From an optimization exercise on the open Yosys and OpenROAD flow, aimed at small area, a short achievable clock period and few clock cycles; shortcuts taken in it are not production practice.
The RTL was checked by simulation tests, not by an equivalence proof against the original design.
No activity file was given, so power comes from the tool's default toggle rates.

<file path="flow/design.v">
package lpg_pkg;
    localparam int LEN_W   = 24;    
    localparam int HALF_W  = 23;    
    localparam int TRIG_W  = 16;    
    localparam int COORD_W = 32;    
    localparam int PNUM_W  = 6;     
    localparam int IDX_W   = 3;     
    localparam int FRAC_W  = 14;    
    localparam int POS_W   = COORD_W + 1 + FRAC_W;   
    localparam int PROD_W  = 40;    
    localparam int MAX_WAYPOINTS_DEF = 64;
    localparam logic [IDX_W-1:0] REG_X_LENGTH     = 3'd0;
    localparam logic [IDX_W-1:0] REG_Y_LENGTH     = 3'd1;
    localparam logic [IDX_W-1:0] REG_STRIPE_WIDTH = 3'd2;
    localparam logic [IDX_W-1:0] REG_COS_BEARING  = 3'd3;
    localparam logic [IDX_W-1:0] REG_SIN_BEARING  = 3'd4;
    localparam logic [LEN_W-1:0]         RST_X_LENGTH     = 24'd5120;
    localparam logic [LEN_W-1:0]         RST_Y_LENGTH     = 24'd5120;
    localparam logic [LEN_W-1:0]         RST_STRIPE_WIDTH = 24'd2560;
    localparam logic signed [TRIG_W-1:0] RST_COS_BEARING  = 16'sd16384;
    localparam logic signed [TRIG_W-1:0] RST_SIN_BEARING  = 16'sd0;
endpackage
module lawnmower_path_generator #(
    parameter int MAX_WAYPOINTS = lpg_pkg::MAX_WAYPOINTS_DEF
) (
    input  logic                               i_clk,
    input  logic                               i_rst_n,
    input  logic                               start,
    output logic                               busy,
    input  logic signed [lpg_pkg::COORD_W-1:0] i_center_x,
    input  logic signed [lpg_pkg::COORD_W-1:0] i_center_y,
    input  logic                               i_cfg_valid,
    output logic                               o_cfg_ready,
    input  logic [lpg_pkg::IDX_W-1:0]          i_cfg_index,
    input  logic [lpg_pkg::LEN_W-1:0]          i_cfg_data,
    output logic                               o_point_valid,
    output logic signed [lpg_pkg::COORD_W-1:0] o_point_x,
    output logic signed [lpg_pkg::COORD_W-1:0] o_point_y,
    output logic [lpg_pkg::PNUM_W-1:0]         o_point_number,
    output logic                               o_last_point,
    output logic                               o_overflow
);
    localparam int LEN_W   = lpg_pkg::LEN_W;
    localparam int HALF_W  = lpg_pkg::HALF_W;
    localparam int TRIG_W  = lpg_pkg::TRIG_W;
    localparam int COORD_W = lpg_pkg::COORD_W;
    localparam int PNUM_W  = lpg_pkg::PNUM_W;
    localparam int FRAC_W  = lpg_pkg::FRAC_W;
    localparam int POS_W   = lpg_pkg::POS_W;
    localparam int PROD_W  = lpg_pkg::PROD_W;
    localparam int OUT_W   = COORD_W + 1;
    localparam int REM_W   = LEN_W + 2;
    localparam logic [PNUM_W-1:0] LAST_PNUM = PNUM_W'(MAX_WAYPOINTS - 1);
    logic [LEN_W-1:0]         r_xlen, r_ylen, r_w;
    logic signed [TRIG_W-1:0] r_cos, r_sin;
    logic                     cfg_wr;
    assign o_cfg_ready = 1'b1;
    assign cfg_wr      = i_cfg_valid && (i_cfg_index <= lpg_pkg::REG_SIN_BEARING);
    always_ff @(posedge i_clk) begin
        if (!i_rst_n) begin
            r_xlen <= lpg_pkg::RST_X_LENGTH;
            r_ylen <= lpg_pkg::RST_Y_LENGTH;
            r_w    <= lpg_pkg::RST_STRIPE_WIDTH;
            r_cos  <= lpg_pkg::RST_COS_BEARING;
            r_sin  <= lpg_pkg::RST_SIN_BEARING;
        end else if (i_cfg_valid) begin
            case (i_cfg_index)
                lpg_pkg::REG_X_LENGTH:     r_xlen <= i_cfg_data;
                lpg_pkg::REG_Y_LENGTH:     r_ylen <= i_cfg_data;
                lpg_pkg::REG_STRIPE_WIDTH: r_w    <= i_cfg_data;
                lpg_pkg::REG_COS_BEARING:  r_cos  <= $signed(i_cfg_data[TRIG_W-1:0]);
                lpg_pkg::REG_SIN_BEARING:  r_sin  <= $signed(i_cfg_data[TRIG_W-1:0]);
                default: begin
                end
            endcase
        end
    end
    logic                     r_td;      
    logic                     r_wz;      
    logic                     r_ovf;
    logic [LEN_W-1:0]         weff;
    logic [LEN_W-1:0]         span;
    logic signed [PROD_W-2:0] r_sa_x, r_st_x, r_sa_y, r_st_y;
    logic signed [PROD_W-1:0] r_sw_x, r_sw_y;
    assign weff = {r_w[LEN_W-1:1], r_w[0] | r_wz};
    assign span = r_td ? {r_ylen[LEN_W-1:1], 1'b0} : {r_xlen[LEN_W-1:1], 1'b0};
    logic        r_mrun;      
    logic        r_mprep;     
    logic [2:0]  r_slot;
    logic [1:0]  r_dig;
    logic signed [29:0] r_acc;
    logic [7:0]  r_low;
    logic [LEN_W-1:0]          m_h;
    logic signed [TRIG_W-1:0]  m_t;
    logic signed [4:0]         m_d;
    logic signed [29:0]        m_pp;
    logic signed [29:0]        m_sum;
    logic signed [PROD_W+1:0]  m_prod;
    logic                      m_hsel, m_tsel;
    always_comb begin
        m_hsel = (r_slot == 3'd0) || (r_slot == 3'd2);             
        m_tsel = (r_slot == 3'd0) || (r_slot == 3'd3) || (r_slot == 3'd5);   
        if (r_slot[2]) begin
            m_h = weff;
        end else if (m_hsel == r_td) begin
            m_h = {1'b0, r_xlen[LEN_W-1:1]};
        end else begin
            m_h = {1'b0, r_ylen[LEN_W-1:1]};
        end
        m_t = (m_tsel == r_td) ? r_cos : r_sin;
        case (r_dig)
            2'd0:    m_d = {1'b0, m_t[3:0]};
            2'd1:    m_d = {1'b0, m_t[7:4]};
            2'd2:    m_d = {1'b0, m_t[11:8]};
            default: m_d = {m_t[15], m_t[15:12]};
        endcase
        m_pp  = $signed({1'b0, m_h}) * m_d;
        m_sum = m_pp + ((r_dig == 2'd0) ? 30'sd0 : (r_acc >>> 4));
        m_prod = {m_sum, r_acc[3:0], r_low};
    end
    always_ff @(posedge i_clk) begin
        if (!i_rst_n || cfg_wr) begin
            r_mrun  <= 1'b1;
            r_mprep <= 1'b1;
            r_slot  <= '0;
            r_dig   <= '0;
        end else if (r_mrun) begin
            r_mprep <= 1'b0;
            if (!r_mprep) begin
                r_dig <= r_dig + 2'd1;
                if (r_dig == 2'd3) begin
                    r_slot <= r_slot + 3'd1;
                    if (r_slot == 3'd5) begin
                        r_mrun <= 1'b0;
                    end
                end
            end
        end
    end
    always_ff @(posedge i_clk) begin
        if (r_mrun && r_mprep) begin
            r_td <= (r_xlen >= r_ylen);
            r_wz <= (r_w == '0);
        end
        if (r_mrun && !r_mprep) begin
            r_acc <= m_sum;
            r_low <= {r_acc[3:0], r_low[7:4]};
            if (r_dig == 2'd3) begin
                case (r_slot)
                    3'd0:    r_sa_x <= m_prod[PROD_W-2:0];
                    3'd1:    r_st_x <= m_prod[PROD_W-2:0];
                    3'd2:    r_sa_y <= m_prod[PROD_W-2:0];
                    3'd3:    r_st_y <= m_prod[PROD_W-2:0];
                    3'd4:    r_sw_x <= m_prod[PROD_W-1:0];
                    default: r_sw_y <= m_prod[PROD_W-1:0];
                endcase
            end
        end
    end
    localparam logic [1:0] ST_IDLE = 2'd0;
    localparam logic [1:0] ST_WAIT = 2'd1;
    localparam logic [1:0] ST_RUN  = 2'd2;
    localparam logic [1:0] ST_FIN  = 2'd3;
    logic [1:0]        r_state;
    logic              r_busy;
    logic              accept;
    logic              go;           
    logic              go_in;        
    logic [PNUM_W-1:0] r_cp;         
    logic              r_far;        
    logic              r_cur_last;   
    logic              r_next_last;  
    logic              is_last;
    logic              step;         
    assign accept = start && (r_state == ST_IDLE);
    assign go_in  = accept && !r_mrun;
    assign go     = go_in || ((r_state == ST_WAIT) && !r_mrun);
    assign is_last = r_ovf ? (r_cp == LAST_PNUM)
                           : (!r_cp[0] && (r_cp != '0) && r_cur_last);
    assign step   = (r_state == ST_RUN) && r_cp[0];
    always_ff @(posedge i_clk) begin
        if (!i_rst_n) begin
            r_state <= ST_IDLE;
            r_busy  <= 1'b0;
        end else begin
            case (r_state)
                ST_IDLE: if (accept) begin
                    r_state <= r_mrun ? ST_WAIT : ST_RUN;
                    r_busy  <= 1'b1;
                end
                ST_WAIT: if (!r_mrun) r_state <= ST_RUN;
                ST_RUN:  if (is_last) r_state <= ST_FIN;
                default: begin
                    r_state <= ST_IDLE;
                    r_busy  <= 1'b0;
                end
            endcase
        end
    end
    logic signed [COORD_W-1:0] r_cx, r_cy;
    always_ff @(posedge i_clk) begin
        if (accept) begin
            r_cx <= i_center_x;
            r_cy <= i_center_y;
        end
    end
    logic signed [REM_W-1:0] r_rem;
    logic signed [REM_W-1:0] rem_b;
    logic                    rem_inv, rem_cin;
    logic signed [REM_W-1:0] rem_sum;
    always_comb begin
        if (r_mrun && (r_dig != 2'd1)) begin
            rem_b   = $signed({2'b0, weff[18:0], 5'b0});
            rem_inv = 1'b1;
            rem_cin = 1'b0;
        end else if (r_mrun) begin
            rem_b   = $signed({2'b0, weff});
            rem_inv = 1'b0;
            rem_cin = 1'b0;
        end else begin
            rem_b   = $signed({2'b0, weff});
            rem_inv = 1'b1;
            rem_cin = (r_cp != '0);
        end
        rem_sum = r_rem + (rem_b ^ {REM_W{rem_inv}}) + REM_W'(rem_cin);
    end
    always_ff @(posedge i_clk) begin
        if (go || (r_mrun && r_slot == 3'd0 && r_dig == 2'd0)) begin
            r_rem <= $signed({2'b0, span});
        end else if (r_mrun && r_slot == 3'd0 && r_dig == 2'd1) begin
            r_rem <= rem_sum;
        end else if (r_mrun && r_slot == 3'd0 && r_dig == 2'd2) begin
            r_ovf <= (weff[LEN_W-1:19] == '0) && !rem_sum[REM_W-1];
        end else if ((r_state == ST_RUN) && !r_cp[0]) begin
            r_rem       <= rem_sum;
            r_next_last <= rem_sum[REM_W-1];
        end
    end
    always_ff @(posedge i_clk) begin
        if (go) begin
            r_cp       <= '0;
            r_far      <= 1'b0;
            r_cur_last <= 1'b0;
        end else if (r_state == ST_RUN) begin
            r_cp <= r_cp + PNUM_W'(1);
            if (!r_cp[0]) begin
                r_far <= !r_far;
            end else begin
                r_cur_last <= r_next_last;
            end
        end
    end
    logic signed [POS_W-1:0] r_ux, r_uy;
    logic signed [POS_W-1:0] ux_a, uy_a, ux_b, uy_b, ux_sum, uy_sum;
    logic                    ux_neg, uy_neg;
    logic signed [COORD_W-1:0] base_cx, base_cy;
    logic                    use_st;
    always_comb begin
        use_st  = go || r_next_last;
        base_cx = go_in ? i_center_x : r_cx;
        base_cy = go_in ? i_center_y : r_cy;
        if (use_st) begin
            ux_a   = {base_cx[COORD_W-1], base_cx, 1'b1, 13'b0};
            uy_a   = {base_cy[COORD_W-1], base_cy, 1'b1, 13'b0};
            ux_b   = POS_W'(r_st_x);
            uy_b   = POS_W'(r_st_y);
            ux_neg = (!r_td) ^ !go;
            uy_neg = !go;
        end else begin
            ux_a   = r_ux;
            uy_a   = r_uy;
            ux_b   = POS_W'(r_sw_x);
            uy_b   = POS_W'(r_sw_y);
            ux_neg = r_td;
            uy_neg = 1'b1;
        end
        ux_sum = ux_a + (ux_b ^ {POS_W{ux_neg}}) + POS_W'(ux_neg);
        uy_sum = uy_a + (uy_b ^ {POS_W{uy_neg}}) + POS_W'(uy_neg);
    end
    always_ff @(posedge i_clk) begin
        if (go || step) begin
            r_ux <= ux_sum;
            r_uy <= uy_sum;
        end
    end
    logic signed [POS_W-1:0] ox_sum, oy_sum;
    logic                    ox_neg, oy_neg;
    logic signed [OUT_W-1:0] r_ox, r_oy;
    logic                    r_valid, r_last;
    logic [PNUM_W-1:0]       r_pnum;
    always_comb begin
        ox_neg = !r_far;
        oy_neg = r_far ~^ r_td;
        ox_sum = r_ux + (POS_W'(r_sa_x) ^ {POS_W{ox_neg}}) + POS_W'(ox_neg);
        oy_sum = r_uy + (POS_W'(r_sa_y) ^ {POS_W{oy_neg}}) + POS_W'(oy_neg);
    end
    always_ff @(posedge i_clk) begin
        if (!i_rst_n) begin
            r_valid <= 1'b0;
        end else begin
            r_valid <= (r_state == ST_RUN);
        end
    end
    always_ff @(posedge i_clk) begin
        if (r_state == ST_RUN) begin
            r_ox   <= ox_sum[POS_W-1:FRAC_W];
            r_oy   <= oy_sum[POS_W-1:FRAC_W];
            r_pnum <= r_cp;
            r_last <= is_last;
        end
    end
    function automatic logic signed [COORD_W-1:0] sat(input logic signed [OUT_W-1:0] v);
        if (v[OUT_W-1] != v[OUT_W-2]) begin
            sat = v[OUT_W-1] ? {1'b1, {(COORD_W-1){1'b0}}} : {1'b0, {(COORD_W-1){1'b1}}};
        end else begin
            sat = v[COORD_W-1:0];
        end
    endfunction
    assign busy           = r_busy;
    assign o_point_valid  = r_valid;
    assign o_point_x      = sat(r_ox);
    assign o_point_y      = sat(r_oy);
    assign o_point_number = r_pnum;
    assign o_last_point   = r_last;
    assign o_overflow     = r_ovf;
endmodule
</file>
<file path="flow/run.sh">
#!/bin/bash
# synth_recipe.tcl (not shown) runs the flow's synth.tcl, then flattens the netlist and writes it again
# the make line also repeats each setting of config.mk as NAME=value (left out here)
make -C /OpenROAD-flow-scripts/flow DESIGN_CONFIG=/design/flow/config.mk WORK_HOME=/design/flow/orfs CLKGATE_MAP_FILE= SYNTH_SCRIPT=/design/flow/synth_recipe.tcl finish
</file>
<file path="flow/config.mk">
export PLATFORM = sky130hd
export DESIGN_NAME = lawnmower_path_generator
export DESIGN_NICKNAME = lawnmower_path_generator
export VERILOG_FILES = /design/flow/design.v
export SDC_FILE = /design/flow/constraint.sdc
export NUM_CORES = 4
export LEC_CHECK = 0
export CAP_MARGIN = 20
export CORE_MARGIN = 2
export CORE_UTILIZATION = 40
export SLEW_MARGIN = 20
</file>
<file path="flow/constraint.sdc">
create_clock -name core_clock -period 7.5 [get_ports {i_clk}]
set_input_delay 1.5000 -clock core_clock [delete_from_list [all_inputs] [get_ports {i_clk}]]
set_output_delay 1.5000 -clock core_clock [all_outputs]
set_load 0.01 [all_outputs]
</file>
==> key figures <==
Route
  • Detailed Route WL: 114 mm
  • Pre-antenna DRT Iters: 5
  • Via count: 30400
  • DR vias/cell: 5.34
  • ANT nets after route: 0
  • Wire per inst: 20.1 um
  • DRC: 0
  • Initial DRC Count: 2036

Cells and area
  • Final core occ: 0.462
  • Layout area overhead: 14.8%
  • Nets: 4739
  • Fraction of layout cells with a size suffix above 1: 0.0771

CTS
  • Clock Latency Late Sink: 0.64 ns
  • Clock sinks: 658
  • Root buf cell: clkbuf_16
  • Hold-fix buffers, CTS: 0
  • CTS tree: done
  • Clock transition at path regs: 0.06 ns
  • Clk buf depth: 3
  • H-tree levels: 3
  • CTS buffer count: 77

Die
  • Initial Utilization: 0.403
  • Die Y: 330 um
  • Die X: 330 um
  • Die area: 109000 um^2
  • Top Ports: 170
  • Row Count: 119
  • Core ar.: 105000 um^2

Yosys
  • Distinct cells, synth: 90
  • Leading post-synthesis cells by cell area: edfxtp_1 38%, ha_1 9.2%, dfxtp_1 5.9%, xnor2_1 5.1%, fa_1 4.6%
  • Post-synth top cells: 533 x edfxtp_1, 426 x nand2_1, 320 x a21oi_1
  • Synth Area in Compound Gates: 0.163
  • Sequential share of the synthesized area: 0.437
  • Largest family of logic cells by synthesized area: compound AO/OA/AOI/OAI gates
  • Simple-Gate Fraction of Synth Area: 0.112
  • Synth Area per Inst: 10.4 um^2
  • Mapped Nets: 4574
  • Post-Synth Adder-Cell Area: 0.138
  • Synth Register Bits: 658
  • Yosys warns: 1
  • Synth async-reset ratio: 0
  • Number of synthesized flops with an enable pin: 533
  • Cell with the most instances after synthesis: edfxtp_1
  • XOR/XNOR share of the synthesized area: 0.0665
  • Cell taking the most area after synthesis: edfxtp_1
  • Syn Std Cell Area: 42400 um^2
  • Syn Inst Count: 4070
  • Post-synth top area share: 0.378
  • Top_reg_cell synth: edfxtp_1
  • Post-synthesis mux area share: 0.0519

GRT
  • Initial antenna violation count: 1
  • GRT Overall Usage: 0.209
  • Pin count of the biggest net entering global routing: 110
  • Gr ovfl total: 0
  • First-pass GRT wire length: 175 mm
  • Number of global-route vias before repair: 29600

Run status
  • Status: no timing/DRC/antenna violations

Worst setup path
  • CP required: 7.80 ns
  • CP Capture Type: flip-flop
  • Top cell by count, worst path: fa_1
  • Worst flop-to-flop path startpoint: r_slot[0]
  • Crit path kind: reg -> reg
  • FF-to-FF End: r_st_x[33]
  • FF-to-FF path depth: 26
  • Slowest stage cell on the critical path: xnor2_1
  • Worst reg2reg setup slack: 0.38 ns
  • WP data arrival: 7.41 ns
  • Worst-path fanout max: 16
  • Crit path largest cell delay: 0.75 ns
  • Startpoint types: flip-flop

Pwr
  • Max rail drop VDD: 0.000213 V
  • Leakage: 19.5 nW
  • Power Dens Cells: 345 nW/um^2

Flow run
  • Max_cap viols: 0

STA
  • Final hold vios: 0
  • Max frequency: 140 MHz
  • RSZ-0062 raised after global routing: no
  • Final Setup Violations: 0
  • Tmin final: 7.12 ns
  • Final slew viol count: 0
  • Worst-Margin Slew: 1.06 ns
  • Final cycle utilization of the critical path: 0.949
  • Setup_tns: 0 ns
  • Final Skew: 0.0230 ns
  • Max transition margin: 0.294

Placed design
  • Port Buffer Count: 168
  • GPL Wtd Cong: 0.932
  • Final HPWL from detailed placement: 85.0 mm

Worst hold path
  • HP Class: reg -> reg
  • Hold Path Origin: r_cos[12]
  • Min-Delay Endpoint: r_cos[12]
  • Worst Hold Depth: 2
[through the flow]
stage                     instance area, um^2  hold WS (ns)  total power [mW]  setup slack (ns)  std cells
final                                   48700         0.467              16.8             0.380       5687
after global routing                    48600         0.489              17.9          0.000667       5686
after CTS                               48600         0.470              16.8            0.0243       5685
after detailed placement                46000         0.462              13.0            0.0481       5546
after global placement                  46000         0.455              13.0             0.119       5545
after floorplan                         42400         0.438              10.7            0.0235       4070
[repair_timing]
action	in CTS	in global routing
hold endpoints to repair	0	0
endpoints found under the setup margin	0	82
gates resized for setup	0	12
buffers inserted	0	1
[cell usage in the layout (no fill, tap or decap), types with 37 or more instances in the layout]
master and n:
nor2b_1 38, nor2_1 288, a21boi_0 105, dfxtp_1 121
clkdlybuf4s50_1 167, nand2_1 424, nand4_1 38, a21o_1 179
edfxtp_1 533, clkbuf_16 84, inv_1 185, mux2_2 45
nand2b_1 37, mux2i_1 169, nand3_1 56, and2_1 47
a21oi_1 318, ha_1 310, buf_4 86, xnor2_1 242
fa_1 98, o21bai_1 39, xor2_1 73, o21a_1 41
o21ai_0 165
[layout make-up]
| class | instances | area (um^2) |
|---|---|---|
| Timing Repair Buffer | 260 | 2450 |
| Clock inverter | 35 | 303 |
| Clock buffer | 104 | 2220 |
| Multi-Input combinational cell | 3053 | 22700 |
| Antenna cell | 1 | 2.50 |
| Fill cell | 9839 | 56600 |
| Inverter | 185 | 694 |
| Tap cell | 1391 | 1740 |
| Sequential cell | 658 | 18500 |
[logic make-up (layout without fill, tap and decap cells)]
logic type / Yosys count / count (layout)
buffers and inverters: 359 / 584
xor gates and xnor gates: 322 / 322
AOI/OAI and AO/OA: 1051 / 1051
DFF: 658 / 658
other: 1 / 2
and+or+nand+nor: 1056 / 1056
muxes: 214 / 214
adders and majority gates: 409 / 409
[flip-flops by register name (all words and copies together) (netlist names), 26 cells and up]
name and count:
r_uy 47, r_sa_x 39, r_sa_y 39, r_rem 26
r_st_y 39, r_sw_x 40, r_oy 33, r_cy 32
r_ox 33, r_st_x 39, r_sw_y 40, r_cx 32
r_acc 30, r_ux 47
[power breakdown]
part	leakage, nW	switching (mW)	internal [mW]
Clock	1.24	1.53	2.22
Combinational	12.3	4.64	3.35
Sequential	5.97	0.196	4.84
Total	19.5	6.36	10.4
[worst max-delay path: cells and delay by family, from the launching register on]
family,cells,cell delay (ns)
xor gates and xnor gates,2,0.92
adders and majority gates,6,2.78
AOI/OAI and AO/OA,6,1.10
and+or+nand+nor,6,0.68
muxes,1,0.34
DFF,1,0.35
buffers and inverters,5,0.57
[layer usage]
layer	up-vias	share of wire	track usage	wire length, um
met2	706	0.46	0.341	52500
li1	15000	-	-	-
met5	-	0	0	0
met3	137	0.046	0.0242	5270
met1	14600	0.47	0.291	53400
met4	0	0.026	0.0608	3020
[how the worst max path moves through the flow]
stage / start / end / slack (ns) / depth (start not counted)
global placement: r_slot[0] / r_acc[29] / 0.12 / 30
finish: r_slot[0] / r_st_x[33] / 0.38 / 26
floorplan: r_slot[2] / r_acc[28] / 0.02 / 33
CTS: r_slot[0] / r_st_y[37] / 0.02 / 28
global route: r_slot[0] / r_acc[28] / 0.0007 / 29
detailed placement: r_slot[0] / r_acc[29] / 0.05 / 29
Testbench counts, summed over its fixed seeds: cycles 31,719.

-- separate check: timing with driven ports --
The flow's constraints put no driver on any port. The routed layout listed below was extracted and timed again, unchanged, in two steps. Step 1: set_driving_cell puts a clkbuf_16 on i_clk and a buf_2 on each other input, an assumption about the parent block. Step 2 adds t to the input delays and takes it off the output delays; t is the mean of the earliest and latest rising clock arrival at the registers after step 1. Input paths then give back, and output paths get back, about the clock's delay inside the block. a / b / c = ideal ports / drivers / drivers and shift; a / b = the first two.
t, ns: 0.699
setup slack, ns: 0.380 / 0.380 / 0.380
hold WS [ns]: 0.467 / 0.467 / 0.467
slew at the worst register clock pin (ns): 0.07 / 0.07
worst slew at a driven data input, ns: 0.12
After both steps setup and hold are still met in this run. The setup slack of this run moves by 0.000 ns with the drivers and by 0.000 ns with both steps.
